What follows belongs to an exercise in optimizing a design on an open flow for small area and a short achievable clock period; a production flow would make more cautious choices.
Function was checked by simulation only, so behaviour that the tests miss may differ from the original.
Power and IR drop assume default switching activity.

## flow/design.v (module list and top-level ports; edited modules follow where they fit)
// module axiLiteGainRegs: 79 lines
// module bandMixer: 14658 lines
// module mixBoothDigit: 14 lines
// module mixFullAdder: 10 lines
// module mixHalfAdder: 9 lines
// module dacSampleFormatter: 17 lines
// module equalizerTop: 65 lines
module equalizerTop (
    input  logic S_AXI_ACLK,
    input  logic S_AXI_ARESETN,
    input  logic [5:0] S_AXI_AWADDR,
    input  logic S_AXI_AWVALID,
    output logic S_AXI_AWREADY,
    input  logic [31:0] S_AXI_WDATA,
    input  logic S_AXI_WVALID,
    output logic S_AXI_WREADY,
    output logic [1:0] S_AXI_BRESP,
    output logic S_AXI_BVALID,
    input  logic S_AXI_BREADY,
    input  logic [5:0] S_AXI_ARADDR,
    input  logic S_AXI_ARVALID,
    output logic S_AXI_ARREADY,
    output logic [31:0] S_AXI_RDATA,
    output logic [1:0] S_AXI_RRESP,
    output logic S_AXI_RVALID,
    input  logic S_AXI_RREADY,
    input  logic [207:0] bandIn,       
    input  logic bandValid,
    output logic [15:0] dacWord,
    output logic dacChannel,
    output logic dacValid
);
  // ...
==> flow/flow/run.sh <==
#!/bin/bash
set -euo pipefail
SETUP_MARGIN=6.2
bash standard.sh "SETUP_SLACK_MARGIN=${SETUP_MARGIN}" \
    "BUFFER_PORTS_ARGS=-buffer_cell sky130_fd_sc_hd__buf_2" \
    finish > standard.log 2>&1
==> flow/standard.sh <==
#!/bin/bash
# synth_recipe.tcl (not shown) runs the flow's synth.tcl, then flattens the netlist and writes it again
# the make line also repeats each setting of config.mk as NAME=value (left out here)
make -C /OpenROAD-flow-scripts/flow DESIGN_CONFIG=/design/flow/config.mk WORK_HOME=/design/flow/orfs CLKGATE_MAP_FILE= SYNTH_SCRIPT=/design/flow/synth_recipe.tcl "${@:-finish}"
==> flow/config.mk <==
export PLATFORM = sky130hd
export DESIGN_NAME = equalizerTop
export DESIGN_NICKNAME = equalizerTop
export VERILOG_FILES = /design/flow/design.v
export SDC_FILE = /design/flow/constraint.sdc
export NUM_CORES = 4
export LEC_CHECK = 0
export CAP_MARGIN = 20
export CORE_MARGIN = 2
export CORE_UTILIZATION = 60
export SLEW_MARGIN = 20
export SYNTH_HIERARCHICAL = 1
export SYNTH_MINIMUM_KEEP_SIZE = 0
==> flow/constraint.sdc <==
create_clock -name core_clock -period 10.0 [get_ports {S_AXI_ACLK}]
set_input_delay 2.0000 -clock core_clock [delete_from_list [all_inputs] [get_ports {S_AXI_ACLK}]]
set_output_delay 2.0000 -clock core_clock [all_outputs]
set_load 0.01 [all_outputs]
==> results by group, run 1 <==
Power and ir drop
  – Pint: 0.01068 W
  – LEAKAGE: 40.75 nW
  – PwrDens: 162.7 mW/mm^2

Synthesis
  – Synth top cells by count: a22oi_1, xor2_1, fa_1, dfxtp_1, clkbuf_1
  – Post-synthesis instance area: 0.09871 mm^2
  – Count leader, synth: a22oi_1
  – Unique masters post-synth: 82
  – Adder-Cell Fraction of Synth Area: 0.3418

STA
  – Rel. slew slack: 0.2383
  – Worst-Margin Slew: 1143 ps
  – Clock skew: 98.79 ps

Global routing
  – Antenna violations before repair: 15
  – M2 GR Usage: 0.6658
  – GRT met3 Usage: 0.1498
  – Largest net degree at the start of global routing: 112

Flow run
  – Max cap viols: 0

Finish
  – Top flop regs: mixer.r1 x711, gainRegs.gains x208, mixer.r2 x37
  – Area Growth Syn to Fin: 11.86%
  – Register area: 0.02025 mm^2

Outcome
  – Status: finished clean

Critical path
  – CP Data Required Time: 10660 ps
  – Crit path depth: 9
  – Element type at the critical path end: flip-flop

Die
  – Die Ht: 409.6 um

Drt
  – Via count: 75.17k
==> inputs of run 2 (changes only) <==
==> flow/flow/run.sh (replaced) <==
#!/bin/bash
set -euo pipefail
SETUP_MARGIN=6.2
bash standard.sh "SETUP_SLACK_MARGIN=${SETUP_MARGIN}" \
    finish > standard.log 2>&1
==> results by group, run 2 <==
STA
  – Final Hold Vio Count: 0
  – RSZ-0062 raised after global routing: yes
  – FMAX: 237.2 MHz
  – Rel. slew slack: 0.1883 (-0.05001)
  – Final setup fails: 0
  – Pins Over Slew Limit: 0
  – Post-layout min period: 4216 ps
  – Worst-Margin Slew: 1214 ps (+71.21 ps)
  – Clock skew: 77.69 ps (-21.11 ps)
  – Setup TNS: 0 ps
  – Hold Worst Slack: 440.1 ps
  – Ratio of final minimum period to clock period: 0.4216
  – Setup slack after layout: 5784 ps

Drt
  – Aggregate routed wire length: 398.1 mm
  – Via count: 76.50k (+1.8%)
  – Wire length per cell: 34.71 um
  – Residual DRC: 0
  – DRT iter0 DRCs: 10.21k
  – Final ANT Viol Nets: 0
  – Vias per cell: 6.669
  – Initial DRT Pass Iterations: 9

Place
  – Area after DPL: 0.1040 mm^2
  – # port buffers: 298
  – Post-Place Setup Slack: 4166 ps
  – Gpl congestion: 1.132
  – Dpl hpwl: 328.1 mm

Synthesis
  – Yosys reg bits: 995
  – Largest area contributor in the netlist: fa_1
  – Post-synth ARST share: 0
  – Cells after synthesis: 9401
  – Count leader, synth: a22oi_1
  – Post-synthesis instance area: 0.09871 mm^2 (unchanged)
  – Synth top area share: 0.3095
  – Main synth FF type: dfxtp_1
  – Unique masters post-synth: 82 (unchanged)
  – Syn avg cell area: 10.50 um^2
  – Post-synth EDFFs: 16
  – Yosys warns: 9
  – Synth top cells by count: a22oi_1, xor2_1, fa_1, dfxtp_1, clkbuf_1
  – Register area share after synthesis: 0.2034
  – Synth top area cells: fa_1, dfxtp_1, xor2_1

Power and ir drop
  – Worst VDD drop: 0.5298 mV
  – Psw: 0.007632 W
  – Power share of the clock group: 0.232
  – Net Sw Frac: 0.4139
  – Part of the power in combinational logic: 0.504
  – LEAKAGE: 41.14 nW (+0.97%)
  – Pint: 0.01081 W (+1.2%)
  – PwrDens: 164.6 mW/mm^2 (+1.2%)
  – Sequential power share: 0.265

Clocking
  – CTS tree: done
  – Clock sink count: 995
  – Max clock buf depth: 3
  – Root buffer cell: clkbuf_16
  – Clock-pin slew on the worst setup and hold paths: 60 ps
  – H-tree depth: 3
  – CTS Buf Count: 109
  – Clock Latency Late Sink: 820 ps

Finish
  – Nets: 11.23k
  – Top flop regs: mixer.r1 x711, gainRegs.gains x208, mixer.r2 x37
  – Fin util: 0.6870
  – Share of layout cells above drive strength 1: 0.2308
  – Commonest non-fill, non-tap cells in the layout: xor2_1, a22oi_1, fa_1
  – Area Growth Syn to Fin: 13.54%
  – Reg with most FFs: mixer.r1
  – Cell area after layout: 0.1121 mm^2
  – Commonest non-fill, non-tap cell in the layout: xor2_1
  – Largest register FFs: 711

Critical path
  – CP Data Required Time: 10660 ps (about the same)
  – CP Data Arrival Time: 4880 ps
  – CP cell instances: buf_4 -> xnor2_2 -> nor2_1 -> fa_1 -> fa_2 -> fa_2
  – CP Class: in2reg
  – Cell with the most instances on the worst path: fa_2
  – Crit-path slowest cell: nor2_1
  – Element type at the critical path end: flip-flop
  – Critical path's largest stage delay: 800 ps
  – Critical-path maximum fanout: 8
  – Crit path max-delay family: adder cells
  – WP buf/inv: 1
  – Critical Path Start Type: input pin

Die
  – Die Ht: 409.6 um (unchanged)
  – Core area: 0.1631 mm^2
  – Top-level port count: 319
  – Initial core utilization: 0.6050
  – Chip width: 409.6 um
  – FP Rows: 148
  – Total Die Area: 0.1678 mm^2

Global routing
  – GRT Total Usage: 0.4681
  – Antenna violations before repair: 17 (+2)
  – First-pass GRT wire length: 555.5 mm
  – Number of global-route vias before repair: 75.48k
  – Largest net degree at the start of global routing: 113 (+0.89%)
  – Remaining global-route overflow: 0

Flow run
  – Max cap viols: 0 (unchanged)

Worst hold path
  – Hold Crit Class: reg2reg

Outcome
  – Status: finished clean
run 2: per-module statistics from Yosys (local to each module, per instance), a selection:
| module | cells | area, um^2 | times used |
|---|---|---|---|
| bandMixer | 6071 | 52150 | 1 |
| axiLiteGainRegs | 1152 | 10200 | 1 |
| dacSampleFormatter | 6 | 71.32 | 1 |
| mixBoothDigit | 6 | 52.55 | 104 |
| mixFullAdder | 1 | 20.02 | 1525 |
| mixHalfAdder | 1 | 12.51 | 23 |
run 2: final cells by class:
| cell class | instances | area (um^2) |
|---|---|---|
| antenna | 10 | 25.02 |
| inverter | 448 | 1684 |
| multi-input combinational | 7036 | 78270 |
| clock inverter | 49 | 631.9 |
| tap | 2175 | 2721 |
| sequential | 995 | 20230 |
| timing repair buffer | 611 | 5421 |
| fill | 12110 | 51070 |
| clock buffer | 147 | 3080 |
run 2: logic make-up (layout without fill, tap and decap cells):
logic type | after synthesis | after routing | share of synthesized area
adder cells (fa/ha/maj) | 1784 | 1784 | 0.3418
multiplexers | 113 | 113 | 0.01358
AND/OR/NAND/NOR | 1378 | 1379 | 0.07789
AO/OA/AOI/OAI | 2041 | 2041 | 0.1565
buffers and inverters | 1412 | 1255 | 0.05798
flip-flops | 995 | 995 | 0.2034
XOR/XNOR | 1676 | 1676 | 0.1487
other | 2 | 53 | 0.00007608
run 2: metal layers:
layer	share of wire	vias to the layer above	track usage
met5	0.00037	-	0
met3	0.12	1280	0.1488
met1	0.36	38990	0.5802
met2	0.42	4984	0.6879
met4	0.099	14	0.3430
li1	-	31230	-
run 2: worst paths after layout:
path	startpoint	endpoint	slack, ps	depth (start not counted)
hold reg to reg	mixer.v1$_SDFF_PN0_	mixer.mixValid$_SDFF_PN0_	440	1
hold / removal	mixer.v1$_SDFF_PN0_	mixer.mixValid$_SDFF_PN0_	440	1
setup reg to reg	gainRegs.gains[117]$_SDFFE_PN1P_	mixer.r1[251]$_DFF_P_	5800	7
setup / recovery	bandIn[127]	mixer.r1[323]$_DFF_P_	5780	6
run 2: through the flow:
stage | instances | power (W)
4_1_cts | 11250 | 0.01792
6_report | 11470 | 0.01844
2_1_floorplan | 9442 | 0.009731
3_5_place_dp | 10990 | 0.01340
5_1_grt | 11460 | 0.01926
3_3_place_gp | 10990 | 0.01323
run 2: worst reg2reg max path: cells and delay by family (launching register included):
kind	cells	cell delay, ps
adder cells (fa/ha/maj)	3	1720
AND/OR/NAND/NOR	3	1090
flip-flops	1	770
AO/OA/AOI/OAI	1	490
run 2: power groups by stage:
| stage | Combinational (W) | Sequential, W | Clock (W) |
|---|---|---|---|
| 2_1_floorplan | 0.00493 | 0.00480 | 0 |
| 3_3_place_gp | 0.00829 | 0.00494 | 0 |
| 3_5_place_dp | 0.00846 | 0.00495 | 0 |
| 4_1_cts | 0.00878 | 0.00486 | 0.00428 |
| 5_1_grt | 0.00992 | 0.00489 | 0.00444 |
| 6_report | 0.00929 | 0.00488 | 0.00427 |
run 2: what timing repair did:
item,4_1_cts,5_1_grt
resized for setup,1274,401
pin swaps,112,93
hold buffers,0,0
endpoints found under the setup margin,607,253
gates cloned,1,0
setup buffers,63,209

[port drivers added, routing unchanged]
No port has a modelled driver above. Below, the same layouts with a new extraction and two added sets of constraints.
Step 1 (the two cells are an assumption about what drives the block):
set clk [get_ports {S_AXI_ACLK}]
set_driving_cell -lib_cell sky130_fd_sc_hd__clkbuf_16 $clk
set_driving_cell -lib_cell sky130_fd_sc_hd__buf_2 [delete_from_list [all_inputs] $clk]
Step 2 also shifts input and output timing later by t, the mid clock arrival at the registers, as if the neighbouring blocks saw the same clock.
Three values: no drivers, after step 1, after step 2; two values: the first two.
| run | shift t [ns] | setup WS [ns] | hold slack, ns | latest minus earliest clock arrival (ns) | worst slew at a driven data input, ns |
|---|---|---|---|---|---|
| run 1 | 0.899 | 5.867 / 5.867 / 5.115 | 0.443 / 0.443 / 0.443 | 0.099 / 0.099 | 0.18 |
| run 2 | 0.875 | 5.784 / 5.802 / 4.981 | 0.440 / 0.440 / 0.440 | 0.079 / 0.078 | 0.21 |
After both steps setup and hold are still met in every run listed. For run 2, which loses most, drivers alone change the setup slack by +0.018 ns; drivers and shift together by -0.803 ns.
